Source: an optimization exercise on an open RTL-to-GDS flow (aim: small area). Production flows keep margins and buffers that such runs may drop.
The RTL was checked by simulation tests, not by an equivalence proof against the original design.
Power and IR drop assume default switching activity.

## instruction_decode_stage
module instruction_decode_stage #(
  parameter int DATA_W      = 32,
  parameter int STALL_CNT_W = 16
) (
  input  logic                   CLK,
  input  logic                   RESET,
  input  logic [31:0]            IR,
  input  logic [31:0]            PC_plus4,
  input  logic                   IF_valid,
  input  logic                   flush,
  input  logic                   WB_write_enable,
  input  logic [4:0]             WB_write_reg,
  input  logic [DATA_W-1:0]      WB_write_data,
  output logic                   PC_write_enable,
  output logic                   IF_ID_write_enable,
  output logic                   ID_EX_valid,
  output logic [31:0]            ID_EX_pc_plus4,
  output logic [DATA_W-1:0]      ID_EX_read_data1,
  output logic [DATA_W-1:0]      ID_EX_read_data2,
  output logic [31:0]            ID_EX_imm,
  output logic [31:0]            ID_EX_jump_target,
  output logic [4:0]             ID_EX_rs,
  output logic [4:0]             ID_EX_rt,
  output logic [4:0]             ID_EX_rd,
  output logic [4:0]             ID_EX_shamt,
  output logic [5:0]             ID_EX_funct,
  output logic                   ID_EX_reg_dst,
  output logic                   ID_EX_alu_src,
  output logic                   ID_EX_mem_to_reg,
  output logic                   ID_EX_reg_write,
  output logic                   ID_EX_mem_read,
  output logic                   ID_EX_mem_write,
  output logic                   ID_EX_branch,
  output logic                   ID_EX_jump,
  output logic [1:0]             ID_EX_alu_op,
  output logic                   ID_EX_illegal,
  output logic [STALL_CNT_W-1:0] stall_count
);
  localparam logic [2:0] C_NONE = 3'd0;
  localparam logic [2:0] C_R    = 3'd1;
  localparam logic [2:0] C_LW   = 3'd2;
  localparam logic [2:0] C_SW   = 3'd3;
  localparam logic [2:0] C_BEQ  = 3'd4;
  localparam logic [2:0] C_ADDI = 3'd5;
  localparam logic [2:0] C_J    = 3'd6;
  localparam logic [2:0] C_ILL  = 3'd7;
  logic [DATA_W-1:0]      regs_r [1:31];
  logic [31:1]            rvalid_r;
  ...
Size in the first run: ~320 I/O pins, roughly 44000 µm² of cells after synthesis.
==> flow/config.mk <==
export PLATFORM = sky130hd
export DESIGN_NAME = instruction_decode_stage
export DESIGN_NICKNAME = instruction_decode_stage
export VERILOG_FILES = /design/flow/design.v
export SDC_FILE = /design/flow/constraint.sdc
export NUM_CORES = 4
export LEC_CHECK = 0
export CAP_MARGIN = 15
export CELL_PAD_IN_SITES_DETAIL_PLACEMENT = 1
export CELL_PAD_IN_SITES_GLOBAL_PLACEMENT = 2
export CORE_MARGIN = 2
export CORE_UTILIZATION = 35
export PLACE_DENSITY = 0.55
export SETUP_SLACK_MARGIN = 0.15
export SLEW_MARGIN = 10
==> flow/constraint.sdc <==
create_clock -name core_clock -period 5.0 [get_ports {CLK}]
set_input_delay 1.0000 -clock core_clock [delete_from_list [all_inputs] [get_ports {CLK}]]
set_output_delay 1.0000 -clock core_clock [all_outputs]
set_load 0.01 [all_outputs]
standard.sh (not shown) runs the stock make flow with config.mk's settings and CLKGATE_MAP_FILE= SYNTH_SCRIPT=/design/flow/synth_recipe.tcl, a recipe that flattens the netlist after the stock synthesis.
==> flow/flow/run.sh <==
#!/bin/bash
# Standard ORFS layout with four changes:
# - synthesis maps the logic with an area-oriented ABC script (flow/abc_area.script) in place of
#   ORFS's speed script; everything else in synthesis is the standard one (synth_recipe.tcl);
# - port buffers use buf_1 (the default pick is a clkdlybuf4s50_1);
# - CTS inserts no dummy loads and uses larger sink clusters of clkbuf_16 only.
set -euo pipefail
cd "$(dirname "$0")/.."
WORK=$(pwd)
# ORFS scripts folder whose speed ABC script is replaced
mkdir -p "$WORK/scripts_abc"
for f in "$FLOW_HOME"/scripts/*; do ln -sf "$f" "$WORK/scripts_abc/"; done
rm -f "$WORK/scripts_abc/abc_speed.script"
cp "$WORK/flow/abc_area.script" "$WORK/scripts_abc/abc_speed.script"
bash standard.sh SCRIPTS_DIR="$WORK/scripts_abc" synth > synth_make.log 2>&1
CTS="-sink_clustering_enable -repair_clock_nets -dont_use_dummy_load"
CTS="$CTS -sink_clustering_size 24 -sink_clustering_max_diameter 80"
CTS="$CTS -buf_list {sky130_fd_sc_hd__clkbuf_16}"
bash standard.sh \
  BUFFER_PORTS_ARGS="-buffer_cell sky130_fd_sc_hd__buf_1" \
  CTS_ARGS="$CTS" \
  finish > flow_make.log 2>&1
==> flow/flow/abc_area.script <==
&get -n
&st
&dch
&nf -R 20
&st
&syn2
&dch
&nf -a -R 20
&put
topo
stime -c
The starting point produced a clean layout.
Change:
==> flow/run.sh (new file) <==
#!/bin/bash
# synth_recipe.tcl (not shown) runs the flow's synth.tcl, then flattens the netlist and writes it again
# the make line also repeats each setting of config.mk as NAME=value (left out here)
make -C /OpenROAD-flow-scripts/flow DESIGN_CONFIG=/design/flow/config.mk WORK_HOME=/design/flow/orfs CLKGATE_MAP_FILE= SYNTH_SCRIPT=/design/flow/synth_recipe.tcl finish
Settings changed: CAP_MARGIN 15 to 40, CORE_UTILIZATION 35 to 30, PLACE_DENSITY 0.55 to 0.45, SETUP_SLACK_MARGIN 0.15 to unset, SLEW_MARGIN 10 to 40.
removed: flow/flow/run.sh
removed: flow/flow/abc_area.script
removed: flow/standard.sh
What happened:
- synthesized cell count rises by roughly a tenth
- clock-buffer cell count climbs by 120
- wire length rises by roughly a tenth
- global-route usage goes down by 3.7 points
- critical path depth stays the same
- power grows by a quarter to a third
- utilization is lower by 2.7 points
- final area increases by roughly a tenth
- non-clock buffer count went up by 39
- hold slack is worse by 0.084 ns
- sequential cell count is unchanged
Change:
Settings changed: CORE_UTILIZATION 30 to 60, PLACE_DENSITY 0.45 to 0.7.
Effect: Now the flow finished with setup timing left; register-to-register slack loses 0.24 ns; count of clock-buffer cells in the layout shrinks by 37; final area shrinks by a few percent.
Change:
==> flow/flow/run.sh (new file) <==
#!/bin/bash
# Standard ORFS layout with four changes:
# - synthesis maps the logic with an area-oriented ABC script (flow/abc_area.script) in place of
#   ORFS's speed script; everything else in synthesis is the standard one (synth_recipe.tcl);
# - port buffers use buf_1 (the default pick is a clkdlybuf4s50_1);
# - CTS inserts no dummy loads and uses larger sink clusters of clkbuf_16 only.
set -euo pipefail
cd "$(dirname "$0")/.."
WORK=$(pwd)
# ORFS scripts folder whose speed ABC script is replaced
mkdir -p "$WORK/scripts_abc"
for f in "$FLOW_HOME"/scripts/*; do ln -sf "$f" "$WORK/scripts_abc/"; done
rm -f "$WORK/scripts_abc/abc_speed.script"
cp "$WORK/flow/abc_area.script" "$WORK/scripts_abc/abc_speed.script"
bash standard.sh SCRIPTS_DIR="$WORK/scripts_abc" synth > synth_make.log 2>&1
CTS="-sink_clustering_enable -repair_clock_nets -dont_use_dummy_load"
CTS="$CTS -sink_clustering_size 24 -sink_clustering_max_diameter 80"
CTS="$CTS -buf_list {sky130_fd_sc_hd__clkbuf_16}"
bash standard.sh \
  BUFFER_PORTS_ARGS="-buffer_cell sky130_fd_sc_hd__buf_1" \
  CTS_ARGS="$CTS" \
  finish > flow_make.log 2>&1
==> flow/flow/abc_area.script (new file) <==
&get -n
&st
&dch
&nf -R 20
&st
&syn2
&dch
&nf -a -R 20
&put
topo
stime -c
==> flow/standard.sh (new file) <==
#!/bin/bash
# synth_recipe.tcl (not shown) runs the flow's synth.tcl, then flattens the netlist and writes it again
# the make line also repeats each setting of config.mk as NAME=value (left out here)
make -C /OpenROAD-flow-scripts/flow DESIGN_CONFIG=/design/flow/config.mk WORK_HOME=/design/flow/orfs CLKGATE_MAP_FILE= SYNTH_SCRIPT=/design/flow/synth_recipe.tcl "${@:-finish}"
Settings changed: CAP_MARGIN 40 to 20, CORE_UTILIZATION 60 to 35, PLACE_DENSITY 0.7 to 0.6, SETUP_SLACK_MARGIN set to 0.15, SLEW_MARGIN 40 to 10.
removed: flow/run.sh
What happened: The new run finished clean. Total power went down by 18%. Register-to-register slack loses 0.03 ns. Flip-flop and latch count stays the same. Setup slack improved by 0.30 ns. Area after synthesis fell by 4.2%. Cell area fell by 6.9%. Via count came out lower by 10%. Clock power shrinks by 40%. Maximum frequency increases by 6.1%.
Change:
==> flow/flow/run.sh (replaced) <==
#!/bin/bash
# Standard ORFS layout with three changes: port buffers use buf_1 (the default pick is a
# clkdlybuf4s50_1), CTS inserts no dummy loads, and CTS uses larger sink clusters.
set -euo pipefail
cd "$(dirname "$0")/.."
CTS="-sink_clustering_enable -repair_clock_nets -dont_use_dummy_load"
CTS="$CTS -sink_clustering_size 20 -sink_clustering_max_diameter 80"
CTS="$CTS -buf_list {sky130_fd_sc_hd__clkbuf_4 sky130_fd_sc_hd__clkbuf_8 sky130_fd_sc_hd__clkbuf_16}"
bash standard.sh \
  BUFFER_PORTS_ARGS="-buffer_cell sky130_fd_sc_hd__buf_1" \
  CTS_ARGS="$CTS" \
  finish > flow_make.log 2>&1
Settings changed: CAP_MARGIN 20 to 10, PLACE_DENSITY 0.6 to 0.5, SETUP_SLACK_MARGIN 0.15 to unset.
removed: flow/flow/abc_area.script
Result:
- With this change the flow finished but fails on setup timing
- core utilization came out lower by 0.89 points
- clock skew came out higher by 0.0066 ns
- final area came out higher slightly
- wire length came out higher by a few percent
- sequential share of layout area came out lower by 0.86 points
- sequential power is about the same
Change:
==> flow/flow/run.sh (replaced) <==
#!/bin/bash
# Standard ORFS layout with four changes:
# - synthesis maps the logic with an area-oriented ABC script (flow/abc_area.script) in place of
#   ORFS's speed script; everything else in synthesis is the standard one (synth_recipe.tcl);
# - port buffers use buf_1 (the default pick is a clkdlybuf4s50_1);
# - CTS inserts no dummy loads and uses larger sink clusters of clkbuf_16 only.
set -euo pipefail
cd "$(dirname "$0")/.."
WORK=$(pwd)
# ORFS scripts folder whose speed ABC script is replaced
mkdir -p "$WORK/scripts_abc"
for f in "$FLOW_HOME"/scripts/*; do ln -sf "$f" "$WORK/scripts_abc/"; done
rm -f "$WORK/scripts_abc/abc_speed.script"
cp "$WORK/flow/abc_area.script" "$WORK/scripts_abc/abc_speed.script"
bash standard.sh SCRIPTS_DIR="$WORK/scripts_abc" synth > synth_make.log 2>&1
CTS="-sink_clustering_enable -repair_clock_nets -dont_use_dummy_load"
CTS="$CTS -sink_clustering_size 24 -sink_clustering_max_diameter 80"
CTS="$CTS -buf_list {sky130_fd_sc_hd__clkbuf_16}"
bash standard.sh \
  BUFFER_PORTS_ARGS="-buffer_cell sky130_fd_sc_hd__buf_1" \
  CTS_ARGS="$CTS" \
  finish > flow_make.log 2>&1
==> flow/flow/abc_area.script (new file) <==
&get -n
&st
&dch
&nf -R 20
&st
&syn2
&dch
&nf -a -R 20
&put
topo
stime -c
Settings changed: CAP_MARGIN 10 to 20, CORE_UTILIZATION 35 to 40, PLACE_DENSITY 0.5 to 0.6, SETUP_SLACK_MARGIN set to 0.15.
=>
- With this change the flow produced a clean layout
- die area came out lower by about a fifth
- worst setup slack improved by 0.058 ns
- final cell count came out lower by a little under a tenth
- clock-buffer cell count came out lower by 15
- final area came out lower slightly
- clock skew came out higher by 0.0056 ns
- routed wire length came out lower by a few percent
- area after synthesis came out lower by a few percent
- power came out lower by a few percent
- global-route usage came out higher by 4.9 points
- hold slack stays flat

==> re-timing with driven ports <==
In the flow no input, the clock included, has a driving cell. The finished layouts below were timed again as built, in two steps.
Step 1: set_driving_cell puts a clkbuf_16 on CLK and a buf_2 on each other input, an assumption about the parent block.
Step 2 moves the port delays by t, midway between the first and last clock arrival at a register: inputs arrive t later, outputs are due t later. That takes back most of the time a late clock gives input paths.
Three values: no drivers, after step 1, after step 2; two values: the first two.
| run | shift t [ns] | setup WS [ns] | worst setup path after step 2 |
|---|---|---|---|
| the first run | 0.803 | 0.059 / -0.024 / 0.779 | register to output |
| the second run | 0.840 | 0.028 / -0.050 / 0.603 | input to output |
| the third run | 0.787 | -0.206 / -0.285 / 0.330 | input to output |
| the fourth run | 0.799 | 0.092 / 0.011 / 0.810 | register to output |
| the fifth run | 0.755 | -0.045 / -0.120 / 0.635 | register to output |
| the sixth run | 0.797 | 0.013 / -0.072 / 0.725 | register to output |
